What follows belongs to an exercise in optimizing a design on an open flow for small area; a production flow would make more cautious choices.
Only simulation tests tie the RTL to the original design; equivalence was not proved.

==> inputs of job 931 <==
==> flow/design.v <==
package id_pkg;
  localparam logic [5:0] OP_NOP  = 6'd0;
  localparam logic [5:0] OP_ADD  = 6'd1;
  localparam logic [5:0] OP_SUB  = 6'd3;
  localparam logic [5:0] OP_AND  = 6'd5;
  localparam logic [5:0] OP_OR   = 6'd6;
  localparam logic [5:0] OP_NOR  = 6'd7;
  localparam logic [5:0] OP_XOR  = 6'd8;
  localparam logic [5:0] OP_SLA  = 6'd9;
  localparam logic [5:0] OP_SLL  = 6'd10;
  localparam logic [5:0] OP_SRA  = 6'd11;
  localparam logic [5:0] OP_SRL  = 6'd12;
  localparam logic [5:0] OP_ADDI = 6'd32;
  localparam logic [5:0] OP_SUBI = 6'd33;
  localparam logic [5:0] OP_LD   = 6'd36;
  localparam logic [5:0] OP_ST   = 6'd37;
  localparam logic [5:0] OP_BEZ  = 6'd40;
  localparam logic [5:0] OP_BNE  = 6'd41;
  localparam logic [5:0] OP_JMP  = 6'd42;
  localparam logic [3:0] CMD_ADD = 4'b0000;
  localparam logic [3:0] CMD_SUB = 4'b0010;
  localparam logic [3:0] CMD_AND = 4'b0100;
  localparam logic [3:0] CMD_OR  = 4'b0101;
  localparam logic [3:0] CMD_NOR = 4'b0110;
  localparam logic [3:0] CMD_XOR = 4'b0111;
  localparam logic [3:0] CMD_SHL = 4'b1000;
  localparam logic [3:0] CMD_SRA = 4'b1001;
  localparam logic [3:0] CMD_SRL = 4'b1010;
  localparam logic [1:0] BR_NONE = 2'b00;
  localparam logic [1:0] BR_BEZ  = 2'b01;
  localparam logic [1:0] BR_BNE  = 2'b10;
  localparam logic [1:0] BR_JMP  = 2'b11;
  typedef struct packed {
    logic       wb_en;
    logic       mem_read;
    logic       mem_write;
    logic [1:0] br;
    logic [3:0] cmd;
    logic       is_imm;
    logic       src2_used;
  } ctrl_t;
  function automatic ctrl_t decode(input logic [5:0] op);
    ctrl_t c;
    c = '0;
    case (op)
      OP_ADD:  begin c.wb_en = 1'b1; c.cmd = CMD_ADD; c.src2_used = 1'b1; end
      OP_SUB:  begin c.wb_en = 1'b1; c.cmd = CMD_SUB; c.src2_used = 1'b1; end
      OP_AND:  begin c.wb_en = 1'b1; c.cmd = CMD_AND; c.src2_used = 1'b1; end
      OP_OR:   begin c.wb_en = 1'b1; c.cmd = CMD_OR;  c.src2_used = 1'b1; end
      OP_NOR:  begin c.wb_en = 1'b1; c.cmd = CMD_NOR; c.src2_used = 1'b1; end
      OP_XOR:  begin c.wb_en = 1'b1; c.cmd = CMD_XOR; c.src2_used = 1'b1; end
      OP_SLA,
      OP_SLL:  begin c.wb_en = 1'b1; c.cmd = CMD_SHL; c.src2_used = 1'b1; end
      OP_SRA:  begin c.wb_en = 1'b1; c.cmd = CMD_SRA; c.src2_used = 1'b1; end
      OP_SRL:  begin c.wb_en = 1'b1; c.cmd = CMD_SRL; c.src2_used = 1'b1; end
      OP_ADDI: begin c.wb_en = 1'b1; c.cmd = CMD_ADD; c.is_imm = 1'b1; end
      OP_SUBI: begin c.wb_en = 1'b1; c.cmd = CMD_SUB; c.is_imm = 1'b1; end
      OP_LD:   begin c.wb_en = 1'b1; c.mem_read = 1'b1; c.cmd = CMD_ADD; c.is_imm = 1'b1; end
      OP_ST:   begin c.mem_write = 1'b1; c.cmd = CMD_ADD; c.is_imm = 1'b1; c.src2_used = 1'b1; end
      OP_BEZ:  begin c.br = BR_BEZ; c.is_imm = 1'b1; end
      OP_BNE:  begin c.br = BR_BNE; c.is_imm = 1'b1; c.src2_used = 1'b1; end
      OP_JMP:  begin c.br = BR_JMP; c.is_imm = 1'b1; end
      default: c = '0;
    endcase
    decode = c;
  endfunction
endpackage
module id_regfile
#(
  parameter int XLEN = 32,
  parameter int NREG = 32,
  localparam int AW = $clog2(NREG)
) (
  input  logic                   clk,
  input  logic                   rst,
  input  logic                   wen,
  input  logic [AW-1:0]          waddr,
  input  logic [XLEN-1:0]        wdata,
  output logic [NREG*XLEN-1:0]   mem_q,     
  output logic [NREG-1:1]        wdec       
);
  logic [NREG-1:1] wdec_s;
  assign wdec = wdec_s;
  assign mem_q[XLEN-1:0] = {XLEN{1'b0}};
  for (genvar i = 1; i < NREG; i++) begin : g_reg
    assign wdec_s[i] = wen && (waddr == AW'(i));
    id_ldreg #(.W(XLEN)) u_word (
      .clk  (clk),
      .load (!rst && wdec_s[i]),
      .keep (!rst && !wdec_s[i]),
      .d    (wdata),
      .q    (mem_q[i*XLEN +: XLEN])
    );
  end
endmodule
module id_ldreg
#(
  parameter int W = 32
) (
  input  logic         clk,
  input  logic         load,
  input  logic         keep,
  input  logic [W-1:0] d,
  output logic [W-1:0] q
);
  always_ff @(posedge clk) begin
    q <= ({W{load}} & d) | ({W{keep}} & q);
  end
endmodule
module id_rf_rdsel
#(
  parameter int NREG = 32,
  localparam int AW = $clog2(NREG)
) (
  input  logic            en,
  input  logic [AW-1:0]   raddr,
  input  logic            wen,
  input  logic [AW-1:0]   waddr,
  input  logic [NREG-1:1] wdec,
  output logic [NREG-1:0] sel
);
  logic [NREG-1:1] rdec_s;
  for (genvar i = 1; i < NREG; i++) begin : g_sel
    assign rdec_s[i] = (raddr == AW'(i));
    assign sel[i] = en && rdec_s[i] && !wdec[i];
  end
  assign sel[0] = en && wen && (waddr != {AW{1'b0}}) && (waddr == raddr);
endmodule
module id_aoreg
#(
  parameter int N = 32,
  parameter int W = 32,
  localparam int G = (N + 3) / 3
) (
  input  logic           clk,
  input  logic [N-1:0]   sel,
  input  logic [N*W-1:0] data,
  input  logic           keep,
  input  logic           kill,
  output logic [W-1:0]   q
);
  logic [3*G-1:0]   sel_s;
  logic [3*G*W-1:0] data_s;
  logic [G-1:0]     grp_n [W];
  logic [W-1:0]     d_s;
  assign sel_s  = (3*G)'({keep, sel});
  assign data_s = (3*G*W)'({q, data});
  for (genvar b = 0; b < W; b++) begin : g_bit
    for (genvar g = 0; g < G; g++) begin : g_grp
      id_aoi222 u_aoi (
        .a1 (sel_s[3*g]),     .a2 (data_s[(3*g)*W + b]),
        .b1 (sel_s[3*g + 1]), .b2 (data_s[(3*g + 1)*W + b]),
        .c1 (sel_s[3*g + 2]), .c2 (data_s[(3*g + 2)*W + b]),
        .y  (grp_n[b][g])
      );
    end
    assign d_s[b] = !(&grp_n[b]) && !kill;
  end
  always_ff @(posedge clk) begin
    q <= d_s;
  end
endmodule
module id_aoi222 (
  input  logic a1, a2, b1, b2, c1, c2,
  output logic y
);
  assign y = !((a1 && a2) || (b1 && b2) || (c1 && c2));
endmodule
module id_stage_pipe
#(
  parameter int XLEN = 32,
  parameter int NREG = 32
) (
  input  logic            clk,
  input  logic            rst,
  input  logic            if_valid,
  input  logic [31:0]     pc_in,
  input  logic [31:0]     inst,
  input  logic            wb_en,
  input  logic [4:0]      wb_addr,
  input  logic [XLEN-1:0] wb_value,
  input  logic            hold,
  input  logic            flush,
  output logic            stall,
  output logic            ex_valid,
  output logic [31:0]     ex_pc,
  output logic            ex_wb_en,
  output logic            ex_mem_read,
  output logic            ex_mem_write,
  output logic [1:0]      ex_br,
  output logic [3:0]      ex_cmd,
  output logic [XLEN-1:0] ex_val1,
  output logic [XLEN-1:0] ex_val2,
  output logic [XLEN-1:0] ex_st_val,
  output logic [4:0]      ex_dest,
  output logic [4:0]      ex_src1,
  output logic [4:0]      ex_src2,
  output logic            ex_src2_used
);
  localparam int AW = $clog2(NREG);
  typedef struct packed {
    logic            valid;
    logic [31:0]     pc;
    logic [5:0]      op;
    logic [10:0]     imm_lo;
    logic [4:0]      rd;
    logic [4:0]      src1;
    logic [4:0]      src2;
  } id_ex_t;
  localparam int EXW = 1 + 32 + 6 + 11 + 5 + 5 + 5;
  id_pkg::ctrl_t        ctrl_s, ex_ctrl_s;
  logic [4:0]           rs_s, rt_s, rd_s;
  logic                 load_use_s, load_s, keep_s, kill_s;
  id_ex_t               ex_next_s, ex_r;
  logic [XLEN-1:0]      ex_val1_r, ex_st_val_r;
  logic [NREG*XLEN-1:0] mem_s;
  logic [NREG-1:0]      sel1_s, sel2_s;
  logic [NREG-1:1]      wdec_s;
  logic [15:0]          ex_imm_s;
  assign ctrl_s = id_pkg::decode(inst[31:26]);
  assign rs_s   = 5'(inst[21 +: AW]);
  assign rt_s   = 5'(inst[16 +: AW]);
  assign rd_s   = 5'(inst[11 +: AW]);
  id_regfile #(.XLEN(XLEN), .NREG(NREG)) u_regfile (
    .clk   (clk),
    .rst   (rst),
    .wen   (wb_en),
    .waddr (wb_addr[AW-1:0]),
    .wdata (wb_value),
    .mem_q (mem_s),
    .wdec  (wdec_s)
  );
  assign load_use_s = if_valid && (ex_r.op == id_pkg::OP_LD) && (ex_r.src2 != 5'd0) &&
                      ((ex_r.src2 == rs_s) || (ctrl_s.src2_used && (ex_r.src2 == rt_s)));
  assign stall      = hold || load_use_s;
  assign load_s = !rst && !hold && !flush && !load_use_s && if_valid;
  assign keep_s = !rst && hold;
  assign kill_s = !hold && (rst || flush || load_use_s || !if_valid);
  id_rf_rdsel #(.NREG(NREG)) u_sel1 (
    .en (!hold), .raddr (rs_s[AW-1:0]), .wen (wb_en), .waddr (wb_addr[AW-1:0]), .wdec (wdec_s),
    .sel (sel1_s)
  );
  id_rf_rdsel #(.NREG(NREG)) u_sel2 (
    .en (!hold), .raddr (rt_s[AW-1:0]), .wen (wb_en), .waddr (wb_addr[AW-1:0]), .wdec (wdec_s),
    .sel (sel2_s)
  );
  id_aoreg #(.N(NREG), .W(XLEN)) u_val1 (
    .clk  (clk),
    .sel  (sel1_s),
    .data ({mem_s[NREG*XLEN-1:XLEN], wb_value}),
    .keep (keep_s),
    .kill (kill_s),
    .q    (ex_val1_r)
  );
  id_aoreg #(.N(NREG), .W(XLEN)) u_st_val (
    .clk  (clk),
    .sel  (sel2_s),
    .data ({mem_s[NREG*XLEN-1:XLEN], wb_value}),
    .keep (keep_s),
    .kill (kill_s),
    .q    (ex_st_val_r)
  );
  assign ex_next_s.valid  = 1'b1;
  assign ex_next_s.pc     = pc_in;
  assign ex_next_s.op     = inst[31:26];
  assign ex_next_s.imm_lo = inst[10:0];
  assign ex_next_s.rd     = rd_s;
  assign ex_next_s.src1   = rs_s;
  assign ex_next_s.src2   = rt_s;
  id_ldreg #(.W(EXW)) u_ex (
    .clk  (clk),
    .load (load_s),
    .keep (keep_s),
    .d    (ex_next_s),
    .q    (ex_r)
  );
  logic [5:0] o;
  logic op_alu, op_imm;
  assign o       = ex_r.op;
  assign op_alu  = (o == id_pkg::OP_ADD) || (o == id_pkg::OP_SUB) || (o == id_pkg::OP_AND) ||
                   (o == id_pkg::OP_OR)  || (o == id_pkg::OP_NOR) || (o == id_pkg::OP_XOR) ||
                   (o == id_pkg::OP_SLA) || (o == id_pkg::OP_SLL) || (o == id_pkg::OP_SRA) ||
                   (o == id_pkg::OP_SRL);
  assign op_imm  = (o == id_pkg::OP_ADDI) || (o == id_pkg::OP_SUBI) || (o == id_pkg::OP_LD) ||
                   (o == id_pkg::OP_ST)   || (o == id_pkg::OP_BEZ)  || (o == id_pkg::OP_BNE) ||
                   (o == id_pkg::OP_JMP);
  assign ex_ctrl_s.wb_en     = op_alu || (o == id_pkg::OP_ADDI) || (o == id_pkg::OP_SUBI) ||
                               (o == id_pkg::OP_LD);
  assign ex_ctrl_s.mem_read  = (o == id_pkg::OP_LD);
  assign ex_ctrl_s.mem_write = (o == id_pkg::OP_ST);
  assign ex_ctrl_s.br        = (o == id_pkg::OP_BEZ) ? id_pkg::BR_BEZ :
                               (o == id_pkg::OP_BNE) ? id_pkg::BR_BNE :
                               (o == id_pkg::OP_JMP) ? id_pkg::BR_JMP : id_pkg::BR_NONE;
  assign ex_ctrl_s.cmd       = (o == id_pkg::OP_SUB || o == id_pkg::OP_SUBI) ? id_pkg::CMD_SUB :
                               (o == id_pkg::OP_AND) ? id_pkg::CMD_AND :
                               (o == id_pkg::OP_OR)  ? id_pkg::CMD_OR  :
                               (o == id_pkg::OP_NOR) ? id_pkg::CMD_NOR :
                               (o == id_pkg::OP_XOR) ? id_pkg::CMD_XOR :
                               (o == id_pkg::OP_SLA || o == id_pkg::OP_SLL) ? id_pkg::CMD_SHL :
                               (o == id_pkg::OP_SRA) ? id_pkg::CMD_SRA :
                               (o == id_pkg::OP_SRL) ? id_pkg::CMD_SRL : id_pkg::CMD_ADD;
  assign ex_ctrl_s.is_imm    = op_imm;
  assign ex_ctrl_s.src2_used = op_alu || (o == id_pkg::OP_ST) || (o == id_pkg::OP_BNE);
  assign ex_imm_s = {ex_r.rd, ex_r.imm_lo};
  assign ex_valid     = ex_r.valid;
  assign ex_pc        = ex_r.pc;
  assign ex_wb_en     = ex_ctrl_s.wb_en;
  assign ex_mem_read  = ex_ctrl_s.mem_read;
  assign ex_mem_write = ex_ctrl_s.mem_write;
  assign ex_br        = ex_ctrl_s.br;
  assign ex_cmd       = ex_ctrl_s.cmd;
  assign ex_val1      = ex_val1_r;
  assign ex_val2      = ex_ctrl_s.is_imm ? {{(XLEN-16){ex_imm_s[15]}}, ex_imm_s} : ex_st_val_r;
  assign ex_st_val    = ex_st_val_r;
  assign ex_dest      = ex_ctrl_s.is_imm ? ex_r.src2 : ex_r.rd;
  assign ex_src1      = ex_r.src1;
  assign ex_src2      = ex_r.src2;
  assign ex_src2_used = ex_ctrl_s.src2_used;
endmodule
==> flow/flow/run.sh <==
#!/bin/bash
# The standard layout (the standard.sh, unchanged synthesis and steps), with the port
# buffers made from the smallest buffer cell instead of the resizer's default choice.
set -euo pipefail
export BUFFER_PORTS_ARGS="-buffer_cell sky130_fd_sc_hd__buf_1"
bash standard.sh > standard.log 2>&1
==> flow/standard.sh <==
#!/bin/bash
# synth_recipe.tcl (not shown) runs the flow's synth.tcl, then flattens the netlist and writes it again
# the make line also repeats each setting of config.mk as NAME=value (left out here)
make -C /OpenROAD-flow-scripts/flow DESIGN_CONFIG=/design/flow/config.mk WORK_HOME=/design/flow/orfs CLKGATE_MAP_FILE= SYNTH_SCRIPT=/design/flow/synth_recipe.tcl "${@:-finish}"
==> flow/config.mk <==
export PLATFORM = sky130hd
export DESIGN_NAME = id_stage_pipe
export DESIGN_NICKNAME = id_stage_pipe
export VERILOG_FILES = /design/flow/design.v
export SDC_FILE = /design/flow/constraint.sdc
export NUM_CORES = 4
export LEC_CHECK = 0
export CAP_MARGIN = 20
export CORE_MARGIN = 2
export CORE_UTILIZATION = 40
export CTS_CLUSTER_DIAMETER = 50
export CTS_CLUSTER_SIZE = 30
export SLEW_MARGIN = 20
export SYNTH_HIERARCHICAL = 1
==> flow/constraint.sdc <==
create_clock -name core_clock -period 5.0 [get_ports {clk}]
set_input_delay 1.0000 -clock core_clock [delete_from_list [all_inputs] [get_ports {clk}]]
set_output_delay 1.0000 -clock core_clock [all_outputs]
set_load 0.01 [all_outputs]
==> inputs of job 9505, as changes to job 931 <==
- CTS_BUF_LIST: unset -> sky130_fd_sc_hd__clkbuf_16
- CTS_CLUSTER_DIAMETER: 50 -> 100
- CTS_CLUSTER_SIZE: 30 -> 22
- PLACE_DENSITY: unset -> 0.75
==> inputs of job 749, as changes to job 931 <==
- CAP_MARGIN: 20 -> 0
- CTS_BUF_LIST: unset -> sky130_fd_sc_hd__clkbuf_16
- CTS_CLUSTER_DIAMETER: 50 -> 100
- CTS_CLUSTER_SIZE: 30 -> 26
- SLEW_MARGIN: 20 -> 0
==> impl_metrics.toml <==
[status]
status = "no timing/DRC/antenna violations"

[detailed_routing]
vias = 45500
detail_route.vias_per_cell = 7.92

[global_route]
grt_util_all_layers_pct = 38.1
grt_pass1_vias = 41300

[pwr]
combPwrFrac_pct = 5.4

[final_layout]
bufAreaShareNonClock_pct = 5.27
num-clock-buffers = 129

[timing]
finClkSkew_ps = 57.8
final_min_period_over_clock_period_pct = 89.1
-- figures above: job 931

==> impl_metrics.toml <==
[status]
status = "no timing/DRC/antenna violations"

[final_layout]
num-clock-buffers = 59
bufAreaShareNonClock_pct = 5.74

[timing]
finClkSkew_ps = 67.4
final_min_period_over_clock_period_pct = 80.8

[global_route]
grt_pass1_vias = 42100
grt_util_all_layers_pct = 35.9

[pwr]
combPwrFrac_pct = 6.7
-- figures above: job 9505

==> impl_metrics.toml <==
[status]
status = "no timing/DRC/antenna violations"

[pwr]
combPwrFrac_pct = 6.8

[detailed_routing]
detail_route.vias_per_cell = 8.04
vias = 45000

[final_layout]
num-clock-buffers = 53
bufAreaShareNonClock_pct = 5.53

[timing]
final_min_period_over_clock_period_pct = 88.5

[global_route]
grt_util_all_layers_pct = 37.8
-- figures above: job 749

## what the ideal ports hide
No port has a modelled driver above. Below, the same layouts with a new extraction and two added sets of constraints.
Step 1 sets driving cells, clkbuf_16 on the clock port and buf_2 on the other inputs (assumed; they add their load-dependent delay and slew).
Step 2 adds t to the input delays and takes it off the output delays; t is the mean of the earliest and latest rising clock arrival at the registers after step 1. Input paths then give back, and output paths get back, about the clock's delay inside the block.
Three values: ideal ports, drivers, drivers and shift; two values: the first two.
| run | t (ns) | setup slack, ns | worst setup path at the end |
|---|---|---|---|
| job 931 | 0.813 | 0.546 / 0.464 / 0.485 | input to register |
| job 9505 | 0.790 | 0.961 / 0.877 / 0.263 | input to register |
| job 749 | 0.780 | 0.577 / 0.500 / 0.533 | input to register |
After both steps every run listed still meets setup and hold. The setup slack of job 9505, which loses most, moves by -0.084 ns with the drivers and by -0.698 ns with both steps.
